Source: an optimization exercise on an open RTL-to-GDS flow (aim: small area and a short achievable clock period). Production flows keep margins and buffers that such runs may drop. At most, simulation tests tie the RTL to the original design; equivalence was not proved. Only the layout flow was run in run 2; the RTL was not checked for function there.

## flow/design.v (module list and top-level ports; edited modules follow where they fit)
// module spac_rap: 425 lines
// module spac_pt: 424 lines
// module single_particle_acceptance_cut: 111 lines
module single_particle_acceptance_cut #(
	parameter int unsigned MOMENTUM_BITS = 24
) (
	input  wire logic                            clk,
	input  wire logic                            arst_n,
	input  wire logic                            start,
	output logic                                 busy,
	input  wire logic [23:0]                     energy,
	input  wire logic signed [MOMENTUM_BITS-1:0] mom_x,
	input  wire logic signed [MOMENTUM_BITS-1:0] mom_y,
	input  wire logic signed [MOMENTUM_BITS-1:0] mom_z,
	output logic                                 done,
	output logic                                 accept,
	output logic [1:0]                           reject_reason,
	output logic [4:0]                           rapidity_bin
);
  // ...
==> flow/flow/run.sh <==
#!/bin/bash
# Standard ORFS layout (the standard.sh, unchanged synthesis), with the
# resizer asked for more setup slack than the period needs, so that timing
# repair shortens the critical paths. Clock period and constraints unchanged.
cd "$(dirname "$0")/.."
MARGIN=$(cat flow/margin.txt 2>/dev/null || echo 5)
export SETUP_SLACK_MARGIN=$MARGIN
echo "setup slack margin $SETUP_SLACK_MARGIN" > run_flow.log
cp standard.sh standard_copy.sh.txt 2>/dev/null
bash standard.sh >> run_flow.log 2>&1
==> flow/flow/margin.txt <==
9.8
==> flow/standard.sh <==
#!/bin/bash
# synth_recipe.tcl (not shown) runs the flow's synth.tcl, then flattens the netlist and writes it again
# the make line also repeats each setting of config.mk as NAME=value (left out here)
make -C /OpenROAD-flow-scripts/flow DESIGN_CONFIG=/design/flow/config.mk WORK_HOME=/design/flow/orfs CLKGATE_MAP_FILE= SYNTH_SCRIPT=/design/flow/synth_recipe.tcl "${@:-finish}"
==> flow/config.mk <==
export PLATFORM = sky130hd
export DESIGN_NAME = single_particle_acceptance_cut
export DESIGN_NICKNAME = single_particle_acceptance_cut
export VERILOG_FILES = /design/flow/design.v
export SDC_FILE = /design/flow/constraint.sdc
export NUM_CORES = 4
export LEC_CHECK = 0
export ABC_CLOCK_PERIOD_IN_PS = 9000
export CAP_MARGIN = 20
export CORE_MARGIN = 2
export CORE_UTILIZATION = 65
export SLEW_MARGIN = 20
==> flow/constraint.sdc <==
create_clock -name core_clock -period 14.0 [get_ports {clk}]
set_input_delay 2.8000 -clock core_clock [delete_from_list [all_inputs] [get_ports {clk}]]
set_output_delay 2.8000 -clock core_clock [all_outputs]
set_load 0.01 [all_outputs]
==> flow_summary.ini, run 1 <==
[status]
status = no timing/DRC/antenna violations

[grt]
use_met3 = 0.0343
busiest_layer = met2
grt_pass1_vias = 44500

[layout]
mostFrequentLayoutCells = dfxtp_1 (1185), inv_1 (757), mux2i_1 (505)
regMostFlops = u_pt.r0_s2
final_nets = 7301
fill_cells = 6808
final-clk-cell-share = 0.0614
n_clock_buffer = 168
final_core_util = 0.747
nMultiInputCombCells = 4099

[yosys]
synth.most_common_cell = dfxtp_1
synth_seq_cells = 1212
syn-num-nets = 7167

[drt]
viasPerCell = 5.80
drc = 0

[die]
die-area_mm2 = 0.0999
initial_utilization = 0.655
dieHeight_um = 316
rows = 114
die_w_um = 316

[setup_path]
slowest_delay_ns = 0.54
crit_chain = buf_6 -> buf_12 -> ha_4 -> buf_6 -> or2_4 -> fa_2 -> inv_2 -> fa_2 -> fa_2 -> inv_1 -> fa_2 -> fa_1 -> inv_1 -> fa_1

[placed_design]
place_hpwl_um = 111000
gp_congestion = 0.945
placed_cell_area_mm2 = 0.0654

[timing]
timing.fmax_mhz = 235
rsz0062_at_grt = true
==> inputs of run 2 (changes only) <==
--- a/flow/design.v
+++ b/flow/design.v
@@ -904,50 +904,57 @@
 	assign t359 = t308 ^ t309 ^ t261;
 	assign t360 = (t308 & t309) | (t308 & t261) | (t309 & t261);
 	assign t361 = t310 ^ t311 ^ (ay[10] & ay[12]);
 	assign t362 = (t310 & t311) | (t310 & (ay[10] & ay[12])) | (t311 & (ay[10] & ay[12]));
 	assign t363 = t312 ^ t313 ^ ay[12];
 	assign t364 = (t312 & t313) | (t312 & ay[12]) | (t313 & ay[12]);
 	assign t365 = t314 ^ t266;
 	assign t366 = t314 & t266;
-	logic [27:0] r0_s2, r1_s2;
-	logic        big_s2;
+	logic [13:0] l0_w, l1_w, lsum_w;
+	logic        lc_w;
+	assign l0_w = {t340, t338, t336, t334, t332, t330, t328, t326, t324, t322, t320, t318, t316, t315};
+	assign l1_w = {t341, t339, t337, t335, t333, t331, t329, t327, t325, t323, t321, t319, t317, sy};
+	assign {lc_w, lsum_w} = {1'b0, l0_w} + {1'b0, l1_w};
+	logic [13:0] h0_s2, h1_s2;
+	logic        lc_s2, lnz_s2, big_s2;
 	always_ff @(posedge clk) begin
-		r0_s2  <= {1'b0, t366, t364, t362, t360, t358, t356, t354, t352, t350, t348, t346, t344, t342, t340, t338, t336, t334, t332, t330, t328, t326, t324, t322, t320, t318, t316, t315};
-		r1_s2  <= {1'b0, 1'b0, t365, t363, t361, t359, t357, t355, t353, t351, t349, t347, t345, t343, t341, t339, t337, t335, t333, t331, t329, t327, t325, t323, t321, t319, t317, sy};
+		h0_s2  <= {1'b0, t366, t364, t362, t360, t358, t356, t354, t352, t350, t348, t346, t344, t342};
+		h1_s2  <= {1'b0, 1'b0, t365, t363, t361, t359, t357, t355, t353, t351, t349, t347, t345, t343};
+		lc_s2  <= lc_w;
+		lnz_s2 <= (lsum_w != 14'd0);
 		big_s2 <= big_s1;
 	end
-	logic [27:0] pt2_w;
-	assign pt2_w = r0_s2 + r1_s2;
+	logic [13:0] hi_w;
+	assign hi_w = h0_s2 + h1_s2 + {13'd0, lc_s2};
 	logic [4:0] cls_w;
 	always_comb begin
 		cls_w = 5'd0;
-		if (pt2_w[27] | (pt2_w[26] | (pt2_w[25] | (pt2_w[24] | (pt2_w[23] | (pt2_w[22] | (pt2_w[21] | (pt2_w[20] | (pt2_w[19] | (pt2_w[18] & (pt2_w[17] & (pt2_w[16] | (pt2_w[15] | (pt2_w[14] & (pt2_w[13] | (pt2_w[12] | (pt2_w[11] | (pt2_w[10] | (pt2_w[9] | (pt2_w[8] | (pt2_w[7] | (pt2_w[6] | (pt2_w[5] | (pt2_w[4] | (pt2_w[3] | (pt2_w[2] | (pt2_w[1] | (pt2_w[0] | 1'b1)))))))))))))))))))))))))))) cls_w = 5'd1;
-		if (pt2_w[27] | (pt2_w[26] | (pt2_w[25] | (pt2_w[24] | (pt2_w[23] | (pt2_w[22] | (pt2_w[21] | (pt2_w[20] | (pt2_w[19] | (pt2_w[18] & (pt2_w[17] & (pt2_w[16] | (pt2_w[15] | (pt2_w[14] & (pt2_w[13] | (pt2_w[12] | (pt2_w[11] | (pt2_w[10] | (pt2_w[9] | (pt2_w[8] | (pt2_w[7] | (pt2_w[6] | (pt2_w[5] | (pt2_w[4] | (pt2_w[3] | (pt2_w[2] | (pt2_w[1] | (pt2_w[0] | 1'b0)))))))))))))))))))))))))))) cls_w = 5'd2;
-		if (pt2_w[27] | (pt2_w[26] | (pt2_w[25] | (pt2_w[24] | (pt2_w[23] | (pt2_w[22] | (pt2_w[21] | (pt2_w[20] & (pt2_w[19] & (pt2_w[18] | (pt2_w[17] | (pt2_w[16] & (pt2_w[15] | (pt2_w[14] | (pt2_w[13] | (pt2_w[12] | (pt2_w[11] | (pt2_w[10] | (pt2_w[9] | (pt2_w[8] | (pt2_w[7] | (pt2_w[6] | (pt2_w[5] | (pt2_w[4] | (pt2_w[3] | (pt2_w[2] | (pt2_w[1] | (pt2_w[0] | 1'b1)))))))))))))))))))))))))))) cls_w = 5'd3;
-		if (pt2_w[27] | (pt2_w[26] | (pt2_w[25] | (pt2_w[24] | (pt2_w[23] | (pt2_w[22] | (pt2_w[21] | (pt2_w[20] & (pt2_w[19] & (pt2_w[18] | (pt2_w[17] | (pt2_w[16] & (pt2_w[15] | (pt2_w[14] | (pt2_w[13] | (pt2_w[12] | (pt2_w[11] | (pt2_w[10] | (pt2_w[9] | (pt2_w[8] | (pt2_w[7] | (pt2_w[6] | (pt2_w[5] | (pt2_w[4] | (pt2_w[3] | (pt2_w[2] | (pt2_w[1] | (pt2_w[0] | 1'b0)))))))))))))))))))))))))))) cls_w = 5'd4;
-		if (pt2_w[27] | (pt2_w[26] | (pt2_w[25] | (pt2_w[24] | (pt2_w[23] | (pt2_w[22] | (pt2_w[21] & (pt2_w[20] & (pt2_w[19] & (pt2_w[18] | (pt2_w[17] | (pt2_w[16] | (pt2_w[15] | (pt2_w[14] & (pt2_w[13] | (pt2_w[12] | (pt2_w[11] | (pt2_w[10] | (pt2_w[9] | (pt2_w[8] | (pt2_w[7] | (pt2_w[6] | (pt2_w[5] | (pt2_w[4] | (pt2_w[3] | (pt2_w[2] | (pt2_w[1] | (pt2_w[0] | 1'b1)))))))))))))))))))))))))))) cls_w = 5'd5;
-		if (pt2_w[27] | (pt2_w[26] | (pt2_w[25] | (pt2_w[24] | (pt2_w[23] | (pt2_w[22] | (pt2_w[21] & (pt2_w[20] & (pt2_w[19] & (pt2_w[18] | (pt2_w[17] | (pt2_w[16] | (pt2_w[15] | (pt2_w[14] & (pt2_w[13] | (pt2_w[12] | (pt2_w[11] | (pt2_w[10] | (pt2_w[9] | (pt2_w[8] | (pt2_w[7] | (pt2_w[6] | (pt2_w[5] | (pt2_w[4] | (pt2_w[3] | (pt2_w[2] | (pt2_w[1] | (pt2_w[0] | 1'b0)))))))))))))))))))))))))))) cls_w = 5'd6;
-		if (pt2_w[27] | (pt2_w[26] | (pt2_w[25] | (pt2_w[24] | (pt2_w[23] | (pt2_w[22] & (pt2_w[21] & (pt2_w[20] | (pt2_w[19] | (pt2_w[18] & (pt2_w[17] | (pt2_w[16] | (pt2_w[15] | (pt2_w[14] | (pt2_w[13] | (pt2_w[12] | (pt2_w[11] | (pt2_w[10] | (pt2_w[9] | (pt2_w[8] | (pt2_w[7] | (pt2_w[6] | (pt2_w[5] | (pt2_w[4] | (pt2_w[3] | (pt2_w[2] | (pt2_w[1] | (pt2_w[0] | 1'b1)))))))))))))))))))))))))))) cls_w = 5'd7;
-		if (pt2_w[27] | (pt2_w[26] | (pt2_w[25] | (pt2_w[24] | (pt2_w[23] | (pt2_w[22] & (pt2_w[21] & (pt2_w[20] | (pt2_w[19] | (pt2_w[18] & (pt2_w[17] | (pt2_w[16] | (pt2_w[15] | (pt2_w[14] | (pt2_w[13] | (pt2_w[12] | (pt2_w[11] | (pt2_w[10] | (pt2_w[9] | (pt2_w[8] | (pt2_w[7] | (pt2_w[6] | (pt2_w[5] | (pt2_w[4] | (pt2_w[3] | (pt2_w[2] | (pt2_w[1] | (pt2_w[0] | 1'b0)))))))))))))))))))))))))))) cls_w = 5'd8;
-		if (pt2_w[27] | (pt2_w[26] | (pt2_w[25] | (pt2_w[24] | (pt2_w[23] & (pt2_w[22] | (pt2_w[21] | (pt2_w[20] & (pt2_w[19] & (pt2_w[18] & (pt2_w[17] | (pt2_w[16] | (pt2_w[15] | (pt2_w[14] & (pt2_w[13] | (pt2_w[12] | (pt2_w[11] | (pt2_w[10] | (pt2_w[9] | (pt2_w[8] | (pt2_w[7] | (pt2_w[6] | (pt2_w[5] | (pt2_w[4] | (pt2_w[3] | (pt2_w[2] | (pt2_w[1] | (pt2_w[0] | 1'b1)))))))))))))))))))))))))))) cls_w = 5'd9;
-		if (pt2_w[27] | (pt2_w[26] | (pt2_w[25] | (pt2_w[24] | (pt2_w[23] & (pt2_w[22] | (pt2_w[21] | (pt2_w[20] & (pt2_w[19] & (pt2_w[18] & (pt2_w[17] | (pt2_w[16] | (pt2_w[15] | (pt2_w[14] & (pt2_w[13] | (pt2_w[12] | (pt2_w[11] | (pt2_w[10] | (pt2_w[9] | (pt2_w[8] | (pt2_w[7] | (pt2_w[6] | (pt2_w[5] | (pt2_w[4] | (pt2_w[3] | (pt2_w[2] | (pt2_w[1] | (pt2_w[0] | 1'b0)))))))))))))))))))))))))))) cls_w = 5'd10;
-		if (pt2_w[27] | (pt2_w[26] | (pt2_w[25] | (pt2_w[24] | (pt2_w[23] & (pt2_w[22] & (pt2_w[21] & (pt2_w[20] | (pt2_w[19] | (pt2_w[18] | (pt2_w[17] | (pt2_w[16] & (pt2_w[15] | (pt2_w[14] | (pt2_w[13] | (pt2_w[12] | (pt2_w[11] | (pt2_w[10] | (pt2_w[9] | (pt2_w[8] | (pt2_w[7] | (pt2_w[6] | (pt2_w[5] | (pt2_w[4] | (pt2_w[3] | (pt2_w[2] | (pt2_w[1] | (pt2_w[0] | 1'b1)))))))))))))))))))))))))))) cls_w = 5'd11;
-		if (pt2_w[27] | (pt2_w[26] | (pt2_w[25] | (pt2_w[24] | (pt2_w[23] & (pt2_w[22] & (pt2_w[21] & (pt2_w[20] | (pt2_w[19] | (pt2_w[18] | (pt2_w[17] | (pt2_w[16] & (pt2_w[15] | (pt2_w[14] | (pt2_w[13] | (pt2_w[12] | (pt2_w[11] | (pt2_w[10] | (pt2_w[9] | (pt2_w[8] | (pt2_w[7] | (pt2_w[6] | (pt2_w[5] | (pt2_w[4] | (pt2_w[3] | (pt2_w[2] | (pt2_w[1] | (pt2_w[0] | 1'b0)))))))))))))))))))))))))))) cls_w = 5'd12;
-		if (pt2_w[27] | (pt2_w[26] | (pt2_w[25] | (pt2_w[24] & (pt2_w[23] | (pt2_w[22] | (pt2_w[21] & (pt2_w[20] & (pt2_w[19] | (pt2_w[18] | (pt2_w[17] & (pt2_w[16] | (pt2_w[15] | (pt2_w[14] & (pt2_w[13] | (pt2_w[12] | (pt2_w[11] | (pt2_w[10] | (pt2_w[9] | (pt2_w[8] | (pt2_w[7] | (pt2_w[6] | (pt2_w[5] | (pt2_w[4] | (pt2_w[3] | (pt2_w[2] | (pt2_w[1] | (pt2_w[0] | 1'b1)))))))))))))))))))))))))))) cls_w = 5'd13;
-		if (pt2_w[27] | (pt2_w[26] | (pt2_w[25] | (pt2_w[24] & (pt2_w[23] | (pt2_w[22] | (pt2_w[21] & (pt2_w[20] & (pt2_w[19] | (pt2_w[18] | (pt2_w[17] & (pt2_w[16] | (pt2_w[15] | (pt2_w[14] & (pt2_w[13] | (pt2_w[12] | (pt2_w[11] | (pt2_w[10] | (pt2_w[9] | (pt2_w[8] | (pt2_w[7] | (pt2_w[6] | (pt2_w[5] | (pt2_w[4] | (pt2_w[3] | (pt2_w[2] | (pt2_w[1] | (pt2_w[0] | 1'b0)))))))))))))))))))))))))))) cls_w = 5'd14;
-		if (pt2_w[27] | (pt2_w[26] | (pt2_w[25] | (pt2_w[24] & (pt2_w[23] & (pt2_w[22] | (pt2_w[21] | (pt2_w[20] & (pt2_w[19] | (pt2_w[18] | (pt2_w[17] | (pt2_w[16] | (pt2_w[15] | (pt2_w[14] | (pt2_w[13] | (pt2_w[12] | (pt2_w[11] | (pt2_w[10] | (pt2_w[9] | (pt2_w[8] | (pt2_w[7] | (pt2_w[6] | (pt2_w[5] | (pt2_w[4] | (pt2_w[3] | (pt2_w[2] | (pt2_w[1] | (pt2_w[0] | 1'b1)))))))))))))))))))))))))))) cls_w = 5'd15;
-		if (pt2_w[27] | (pt2_w[26] | (pt2_w[25] | (pt2_w[24] & (pt2_w[23] & (pt2_w[22] | (pt2_w[21] | (pt2_w[20] & (pt2_w[19] | (pt2_w[18] | (pt2_w[17] | (pt2_w[16] | (pt2_w[15] | (pt2_w[14] | (pt2_w[13] | (pt2_w[12] | (pt2_w[11] | (pt2_w[10] | (pt2_w[9] | (pt2_w[8] | (pt2_w[7] | (pt2_w[6] | (pt2_w[5] | (pt2_w[4] | (pt2_w[3] | (pt2_w[2] | (pt2_w[1] | (pt2_w[0] | 1'b0)))))))))))))))))))))))))))) cls_w = 5'd16;
-		if (pt2_w[27] | (pt2_w[26] | (pt2_w[25] | (pt2_w[24] & (pt2_w[23] & (pt2_w[22] & (pt2_w[21] & (pt2_w[20] & (pt2_w[19] & (pt2_w[18] | (pt2_w[17] & (pt2_w[16] | (pt2_w[15] | (pt2_w[14] & (pt2_w[13] | (pt2_w[12] | (pt2_w[11] | (pt2_w[10] | (pt2_w[9] | (pt2_w[8] | (pt2_w[7] | (pt2_w[6] | (pt2_w[5] | (pt2_w[4] | (pt2_w[3] | (pt2_w[2] | (pt2_w[1] | (pt2_w[0] | 1'b1)))))))))))))))))))))))))))) cls_w = 5'd17;
-		if (pt2_w[27] | (pt2_w[26] | (pt2_w[25] | (pt2_w[24] & (pt2_w[23] & (pt2_w[22] & (pt2_w[21] & (pt2_w[20] & (pt2_w[19] & (pt2_w[18] | (pt2_w[17] & (pt2_w[16] | (pt2_w[15] | (pt2_w[14] & (pt2_w[13] | (pt2_w[12] | (pt2_w[11] | (pt2_w[10] | (pt2_w[9] | (pt2_w[8] | (pt2_w[7] | (pt2_w[6] | (pt2_w[5] | (pt2_w[4] | (pt2_w[3] | (pt2_w[2] | (pt2_w[1] | (pt2_w[0] | 1'b0)))))))))))))))))))))))))))) cls_w = 5'd18;
-		if (pt2_w[27] | (pt2_w[26] | (pt2_w[25] & (pt2_w[24] | (pt2_w[23] | (pt2_w[22] & (pt2_w[21] & (pt2_w[20] & (pt2_w[19] | (pt2_w[18] | (pt2_w[17] | (pt2_w[16] & (pt2_w[15] | (pt2_w[14] | (pt2_w[13] | (pt2_w[12] | (pt2_w[11] | (pt2_w[10] | (pt2_w[9] | (pt2_w[8] | (pt2_w[7] | (pt2_w[6] | (pt2_w[5] | (pt2_w[4] | (pt2_w[3] | (pt2_w[2] | (pt2_w[1] | (pt2_w[0] | 1'b1)))))))))))))))))))))))))))) cls_w = 5'd19;
-		if (pt2_w[27] | (pt2_w[26] | (pt2_w[25] & (pt2_w[24] | (pt2_w[23] | (pt2_w[22] & (pt2_w[21] & (pt2_w[20] & (pt2_w[19] | (pt2_w[18] | (pt2_w[17] | (pt2_w[16] & (pt2_w[15] | (pt2_w[14] | (pt2_w[13] | (pt2_w[12] | (pt2_w[11] | (pt2_w[10] | (pt2_w[9] | (pt2_w[8] | (pt2_w[7] | (pt2_w[6] | (pt2_w[5] | (pt2_w[4] | (pt2_w[3] | (pt2_w[2] | (pt2_w[1] | (pt2_w[0] | 1'b0)))))))))))))))))))))))))))) cls_w = 5'd20;
-		if (pt2_w[27] | (pt2_w[26] | (pt2_w[25] & (pt2_w[24] | (pt2_w[23] & (pt2_w[22] & (pt2_w[21] & (pt2_w[20] & (pt2_w[19] | (pt2_w[18] & (pt2_w[17] | (pt2_w[16] | (pt2_w[15] | (pt2_w[14] & (pt2_w[13] | (pt2_w[12] | (pt2_w[11] | (pt2_w[10] | (pt2_w[9] | (pt2_w[8] | (pt2_w[7] | (pt2_w[6] | (pt2_w[5] | (pt2_w[4] | (pt2_w[3] | (pt2_w[2] | (pt2_w[1] | (pt2_w[0] | 1'b1)))))))))))))))))))))))))))) cls_w = 5'd21;
-		if (pt2_w[27] | (pt2_w[26] | (pt2_w[25] & (pt2_w[24] | (pt2_w[23] & (pt2_w[22] & (pt2_w[21] & (pt2_w[20] & (pt2_w[19] | (pt2_w[18] & (pt2_w[17] | (pt2_w[16] | (pt2_w[15] | (pt2_w[14] & (pt2_w[13] | (pt2_w[12] | (pt2_w[11] | (pt2_w[10] | (pt2_w[9] | (pt2_w[8] | (pt2_w[7] | (pt2_w[6] | (pt2_w[5] | (pt2_w[4] | (pt2_w[3] | (pt2_w[2] | (pt2_w[1] | (pt2_w[0] | 1'b0)))))))))))))))))))))))))))) cls_w = 5'd22;
+		if (hi_w[13] | (hi_w[12] | (hi_w[11] | (hi_w[10] | (hi_w[9] | (hi_w[8] | (hi_w[7] | (hi_w[6] | (hi_w[5] | (hi_w[4] & (hi_w[3] & (hi_w[2] | (hi_w[1] | (hi_w[0] & 1'b1)))))))))))))) cls_w = 5'd1;
+		if ((hi_w[13] | (hi_w[12] | (hi_w[11] | (hi_w[10] | (hi_w[9] | (hi_w[8] | (hi_w[7] | (hi_w[6] | (hi_w[5] | (hi_w[4] & (hi_w[3] & (hi_w[2] | (hi_w[1] | (hi_w[0] & 1'b0)))))))))))))) | ((hi_w == 14'd25) & lnz_s2)) cls_w = 5'd2;
+		if (hi_w[13] | (hi_w[12] | (hi_w[11] | (hi_w[10] | (hi_w[9] | (hi_w[8] | (hi_w[7] | (hi_w[6] & (hi_w[5] & (hi_w[4] | (hi_w[3] | (hi_w[2] & (hi_w[1] | (hi_w[0] | 1'b1)))))))))))))) cls_w = 5'd3;
+		if ((hi_w[13] | (hi_w[12] | (hi_w[11] | (hi_w[10] | (hi_w[9] | (hi_w[8] | (hi_w[7] | (hi_w[6] & (hi_w[5] & (hi_w[4] | (hi_w[3] | (hi_w[2] & (hi_w[1] | (hi_w[0] | 1'b0)))))))))))))) | ((hi_w == 14'd100) & lnz_s2)) cls_w = 5'd4;
+		if (hi_w[13] | (hi_w[12] | (hi_w[11] | (hi_w[10] | (hi_w[9] | (hi_w[8] | (hi_w[7] & (hi_w[6] & (hi_w[5] & (hi_w[4] | (hi_w[3] | (hi_w[2] | (hi_w[1] | (hi_w[0] & 1'b1)))))))))))))) cls_w = 5'd5;
+		if ((hi_w[13] | (hi_w[12] | (hi_w[11] | (hi_w[10] | (hi_w[9] | (hi_w[8] | (hi_w[7] & (hi_w[6] & (hi_w[5] & (hi_w[4] | (hi_w[3] | (hi_w[2] | (hi_w[1] | (hi_w[0] & 1'b0)))))))))))))) | ((hi_w == 14'd225) & lnz_s2)) cls_w = 5'd6;
+		if (hi_w[13] | (hi_w[12] | (hi_w[11] | (hi_w[10] | (hi_w[9] | (hi_w[8] & (hi_w[7] & (hi_w[6] | (hi_w[5] | (hi_w[4] & (hi_w[3] | (hi_w[2] | (hi_w[1] | (hi_w[0] | 1'b1)))))))))))))) cls_w = 5'd7;
+		if ((hi_w[13] | (hi_w[12] | (hi_w[11] | (hi_w[10] | (hi_w[9] | (hi_w[8] & (hi_w[7] & (hi_w[6] | (hi_w[5] | (hi_w[4] & (hi_w[3] | (hi_w[2] | (hi_w[1] | (hi_w[0] | 1'b0)))))))))))))) | ((hi_w == 14'd400) & lnz_s2)) cls_w = 5'd8;
+		if (hi_w[13] | (hi_w[12] | (hi_w[11] | (hi_w[10] | (hi_w[9] & (hi_w[8] | (hi_w[7] | (hi_w[6] & (hi_w[5] & (hi_w[4] & (hi_w[3] | (hi_w[2] | (hi_w[1] | (hi_w[0] & 1'b1)))))))))))))) cls_w = 5'd9;
+		if ((hi_w[13] | (hi_w[12] | (hi_w[11] | (hi_w[10] | (hi_w[9] & (hi_w[8] | (hi_w[7] | (hi_w[6] & (hi_w[5] & (hi_w[4] & (hi_w[3] | (hi_w[2] | (hi_w[1] | (hi_w[0] & 1'b0)))))))))))))) | ((hi_w == 14'd625) & lnz_s2)) cls_w = 5'd10;
+		if (hi_w[13] | (hi_w[12] | (hi_w[11] | (hi_w[10] | (hi_w[9] & (hi_w[8] & (hi_w[7] & (hi_w[6] | (hi_w[5] | (hi_w[4] | (hi_w[3] | (hi_w[2] & (hi_w[1] | (hi_w[0] | 1'b1)))))))))))))) cls_w = 5'd11;
+		if ((hi_w[13] | (hi_w[12] | (hi_w[11] | (hi_w[10] | (hi_w[9] & (hi_w[8] & (hi_w[7] & (hi_w[6] | (hi_w[5] | (hi_w[4] | (hi_w[3] | (hi_w[2] & (hi_w[1] | (hi_w[0] | 1'b0)))))))))))))) | ((hi_w == 14'd900) & lnz_s2)) cls_w = 5'd12;
+		if (hi_w[13] | (hi_w[12] | (hi_w[11] | (hi_w[10] & (hi_w[9] | (hi_w[8] | (hi_w[7] & (hi_w[6] & (hi_w[5] | (hi_w[4] | (hi_w[3] & (hi_w[2] | (hi_w[1] | (hi_w[0] & 1'b1)))))))))))))) cls_w = 5'd13;
+		if ((hi_w[13] | (hi_w[12] | (hi_w[11] | (hi_w[10] & (hi_w[9] | (hi_w[8] | (hi_w[7] & (hi_w[6] & (hi_w[5] | (hi_w[4] | (hi_w[3] & (hi_w[2] | (hi_w[1] | (hi_w[0] & 1'b0)))))))))))))) | ((hi_w == 14'd1225) & lnz_s2)) cls_w = 5'd14;
+		if (hi_w[13] | (hi_w[12] | (hi_w[11] | (hi_w[10] & (hi_w[9] & (hi_w[8] | (hi_w[7] | (hi_w[6] & (hi_w[5] | (hi_w[4] | (hi_w[3] | (hi_w[2] | (hi_w[1] | (hi_w[0] | 1'b1)))))))))))))) cls_w = 5'd15;
+		if ((hi_w[13] | (hi_w[12] | (hi_w[11] | (hi_w[10] & (hi_w[9] & (hi_w[8] | (hi_w[7] | (hi_w[6] & (hi_w[5] | (hi_w[4] | (hi_w[3] | (hi_w[2] | (hi_w[1] | (hi_w[0] | 1'b0)))))))))))))) | ((hi_w == 14'd1600) & lnz_s2)) cls_w = 5'd16;
+		if (hi_w[13] | (hi_w[12] | (hi_w[11] | (hi_w[10] & (hi_w[9] & (hi_w[8] & (hi_w[7] & (hi_w[6] & (hi_w[5] & (hi_w[4] | (hi_w[3] & (hi_w[2] | (hi_w[1] | (hi_w[0] & 1'b1)))))))))))))) cls_w = 5'd17;
+		if ((hi_w[13] | (hi_w[12] | (hi_w[11] | (hi_w[10] & (hi_w[9] & (hi_w[8] & (hi_w[7] & (hi_w[6] & (hi_w[5] & (hi_w[4] | (hi_w[3] & (hi_w[2] | (hi_w[1] | (hi_w[0] & 1'b0)))))))))))))) | ((hi_w == 14'd2025) & lnz_s2)) cls_w = 5'd18;
+		if (hi_w[13] | (hi_w[12] | (hi_w[11] & (hi_w[10] | (hi_w[9] | (hi_w[8] & (hi_w[7] & (hi_w[6] & (hi_w[5] | (hi_w[4] | (hi_w[3] | (hi_w[2] & (hi_w[1] | (hi_w[0] | 1'b1)))))))))))))) cls_w = 5'd19;
+		if ((hi_w[13] | (hi_w[12] | (hi_w[11] & (hi_w[10] | (hi_w[9] | (hi_w[8] & (hi_w[7] & (hi_w[6] & (hi_w[5] | (hi_w[4] | (hi_w[3] | (hi_w[2] & (hi_w[1] | (hi_w[0] | 1'b0)))))))))))))) | ((hi_w == 14'd2500) & lnz_s2)) cls_w = 5'd20;
+		if (hi_w[13] | (hi_w[12] | (hi_w[11] & (hi_w[10] | (hi_w[9] & (hi_w[8] & (hi_w[7] & (hi_w[6] & (hi_w[5] | (hi_w[4] & (hi_w[3] | (hi_w[2] | (hi_w[1] | (hi_w[0] & 1'b1)))))))))))))) cls_w = 5'd21;
+		if ((hi_w[13] | (hi_w[12] | (hi_w[11] & (hi_w[10] | (hi_w[9] & (hi_w[8] & (hi_w[7] & (hi_w[6] & (hi_w[5] | (hi_w[4] & (hi_w[3] | (hi_w[2] | (hi_w[1] | (hi_w[0] & 1'b0)))))))))))))) | ((hi_w == 14'd3025) & lnz_s2)) cls_w = 5'd22;
 		if (big_s2) cls_w = 5'd22;
 	end
 	always_ff @(posedge clk) cls_o <= cls_w;
 endmodule
 `default_nettype wire
 `default_nettype none
 module single_particle_acceptance_cut #(
 	parameter int unsigned MOMENTUM_BITS = 24
==> flow/config.mk (replaced) <==
export PLATFORM = sky130hd
export DESIGN_NAME = single_particle_acceptance_cut
export DESIGN_NICKNAME = single_particle_acceptance_cut
export VERILOG_FILES = /design/flow/design.v
export SDC_FILE = /design/flow/constraint.sdc
export NUM_CORES = 4
export LEC_CHECK = 0
export ABC_CLOCK_PERIOD_IN_PS = 9000
export CAP_MARGIN = 20
export CORE_MARGIN = 2
export CORE_UTILIZATION = 40
export SLEW_MARGIN = 20
==> run 2 against run 1 <==
  * Sequential cell count is 26 lower
  * Count of clock-buffer cells in the layout is 8 higher
  * Critical path depth rose by 6
  * Largest cell class unchanged
==> flow_summary.ini, run 2 <==
[status]
status = no timing/DRC/antenna violations

[timing]
fin_crit_sh = 0.376
slew_headroom = 0.276
finalSetupViolCount = 0
finalHoldWorstSlack_ns = 0.322
timing.fmax_mhz = 190
hold_viol_final = 0
slew_viol_final = 0
min_period_ns = 5.27
tns_ns = 0
tightest_slew_ns = 1.08
rsz0062_at_grt = true
worst_clock_skew_ns = 0.0253

[cts]
htreeDepth = 4
tritoncts = yes
cts_buffer_depth = 3
cts_buffers = 132
cts_root_buf = clkbuf_16
clk_latency_ns = 0.76
cts_sinks = 1186
clk_pin_slew_ns = 0.05

[drt]
viasPerCell = 5.09
ant_nets = 0
drt-initial-drc-count = 2306
drt_pass1_iterations = 6
drc = 0
wirelength_um = 144000
wire_per_inst_um = 17.0
via_count = 43100

[yosys]
avgSynthCellArea_um2 = 9.98
syn_inst = 6220
yosys_most_used_dff = dfxtp_1
synth-seq-area-share = 0.384
synth-edff-count = 0
synth_top_cell_area_share = 0.378
synth.most_common_cell = dfxtp_1
ys_types = 106
synthTopCellsByCount = dfxtp_1 (1171), inv_1 (787), nor2_1 (423), mux2i_1 (389), ha_1 (388)
ys_warn_count = 3
synth_seq_cells = 1186
synthTopCellsByArea = dfxtp_1 (38%), fa_1 (12%), ha_1 (7.8%), mux2i_1 (6.3%), inv_1 (4.8%)
syn-num-nets = 7083
synth_top_cell_by_area = dfxtp_1
syn_area_mm2 = 0.0621
async_reset_ff_frac = 0.0126

[grt]
antenna_found_initial = 1
grt_start_max_net_pins = 65
grt_pass1_vias = 43100
grt_pass1_wl_um = 228000
grtUsageTotal = 0.176
grt_overflow = 0

[setup_path]
r2r_cells = 20
startpoint = u_pt.x_s1[13]
slowest_delay_ns = 0.56
crit_path_max_fanout = 8
crit_slowest_cell = fa_1
crit_type = register to register
reg2reg_slack_ns = 8.73
r2r-start = u_pt.x_s1[13]
cpMostUsedCell = fa_1
cp.required_ns = 14.64
critPathCaptureType = register
crit_chain = buf_12 -> ha_4 -> nor2_1 -> ha_1 -> fa_1 -> fa_1 -> fa_1 -> inv_1 -> fa_1 -> inv_1 -> fa_1 -> ha_4 -> o21a_1 -> nor2_2 -> o21ai_1 -> a211o_1 -> nor4_2 -> nand3_1 -> a21oi_2 -> nand4_1
critPathLaunchType = register
cp.arrival_ns = 5.91
rr_endpoint = u_pt.lnz_s2

[layout]
fill_cells = 14300
areaGrowthSynthToFinish_pct = 15.3
drive_above_1_share = 0.119
final_nets = 7184
layout_commonest_cell = dfxtp_1
mostFrequentLayoutCells = dfxtp_1 (1165), inv_1 (765), nor2_1 (417)

[worst_hold_path]
holdPathStages = 0
hold_path_end = cls_d5[4]
hold_path_class = register to register
min_from = cls_d4[4]

[die]
design.core.area_mm2 = 0.154
initial_utilization = 0.403
die-area_mm2 = 0.158
die_w_um = 398
dieHeight_um = 398
io_pins = 109
rows = 144

[run]
max_cap_viol_count = 0

[placed_design]
io_buffers = 107
gp_congestion = 0.905
place_hpwl_um = 107000
-- run 2: cell types whose count changed after synthesis, sizes merged, moves of 18 or more --
cell	before	now
a221oi	10	38
a22oi	12	32
mux2i	545	389
a21oi	403	374
a22o	6	25
dfxtp	1197	1171
a222oi	0	22
o22ai	36	80
a21o	89	69
inv	770	788
mux2	55	111
-- run 2: repair_timing --
action,CTS,global route
buffers inserted,24,23
gates resized for setup,132,155
pin swaps,39,24
hold buffers,0,0
gates cloned,2,13
setup endpoints to repair,352,382
-- run 2: worst max-delay path by stage --
stage               slack, ns           to  cells after the start
detailed placement       8.38  u_pt.lnz_s2                     17
global route             8.56  u_pt.lnz_s2                     20
floorplan                8.89  u_pt.lnz_s2                     19
finish                   8.73  u_pt.lnz_s2                     20
global placement         8.35  u_pt.lnz_s2                     17
CTS                      8.76  u_pt.lnz_s2                     20
-- run 2: cells by family (layout without fill, tap and decap cells) --
| family | after synthesis | count (layout) | share of synthesized area |
|---|---|---|---|
| AOI/OAI and AO/OA | 1265 | 1271 | 0.135 |
| xor gates and xnor gates | 238 | 238 | 0.0340 |
| adders and majority gates | 773 | 773 | 0.201 |
| buffers and inverters | 1028 | 1221 | 0.0643 |
| DFF | 1186 | 1186 | 0.384 |
| muxes | 520 | 523 | 0.0901 |
| other | 1 | 3 | 0.0000604 |
| and+or+nand+nor | 1209 | 1209 | 0.0919 |
-- run 2: per-stage QoR --
stage,worst slack [ns],area (um^2),util,instances
after global routing,8.56,71600,0.465,8467
after CTS,8.76,70500,0.458,8429
after global placement,8.35,65100,0.423,8168
after floorplan,8.89,62300,-,6220
after detailed placement,8.38,65100,0.423,8168
final,8.73,71600,0.465,8468
-- run 2: final cells by class --
class	instances	area, um^2	share of cell area
Antenna cell	2	5.00	0.0000699
Clock buffer	176	3850	0.0539
Clock inverter	59	810	0.0113
Inverter	790	2980	0.0417
Multi-Input combinational cell	4015	35500	0.497
Sequential cell	1186	23800	0.333
Tap cell	2044	2560	0.0357
Timing Repair Buffer	193	1960	0.0274
Timing Repair inverter	3	22.5	0.000315
-- run 2: critical path, delay by kind of cell (launching register included) --
family                   cells  cell delay, ns
adder cells (fa/ha/maj)      8            3.20
AO/OA/AOI/OAI                4            0.64
AND/OR/NAND/NOR              5            0.55
flip-flops                   1            0.41
buffers and inverters        3            0.36
-- run 2: routing by layer --
| metal | track usage | wire, um | up-vias | share of wire |
|---|---|---|---|---|
| li1 | - | - | 21400 | - |
| met1 | 0.216 | 61300 | 20700 | 0.43 |
| met2 | 0.317 | 73700 | 735 | 0.51 |
| met3 | 0.0249 | 4600 | 221 | 0.032 |
| met4 | 0.0545 | 3910 | 0 | 0.027 |
| met5 | 0 | 0 | - | 0 |

-- port drivers added, routing unchanged --
In the flow no input, the clock included, has a driving cell. The finished layouts below were timed again as built, in two steps. Step 1 sets driving cells, clkbuf_16 on the clock port and buf_2 on the other inputs (assumed; they add their load-dependent delay and slew). Step 2 moves the port delays by t, midway between the first and last clock arrival at a register: inputs arrive t later, outputs are due t later. That takes back most of the time a late clock gives input paths. Slacks: ideal / step 1 / step 2; pairs: ideal / step 1.
run | t, ns | slack for setup (ns) | worst hold slack (ns)
run 1 | 0.824 | 9.743 / 9.743 / 9.743 | 0.320 / 0.320 / 0.320
run 2 | 0.822 | 8.734 / 8.734 / 8.734 | 0.322 / 0.322 / 0.322
After both steps setup and hold are still met in every run listed.
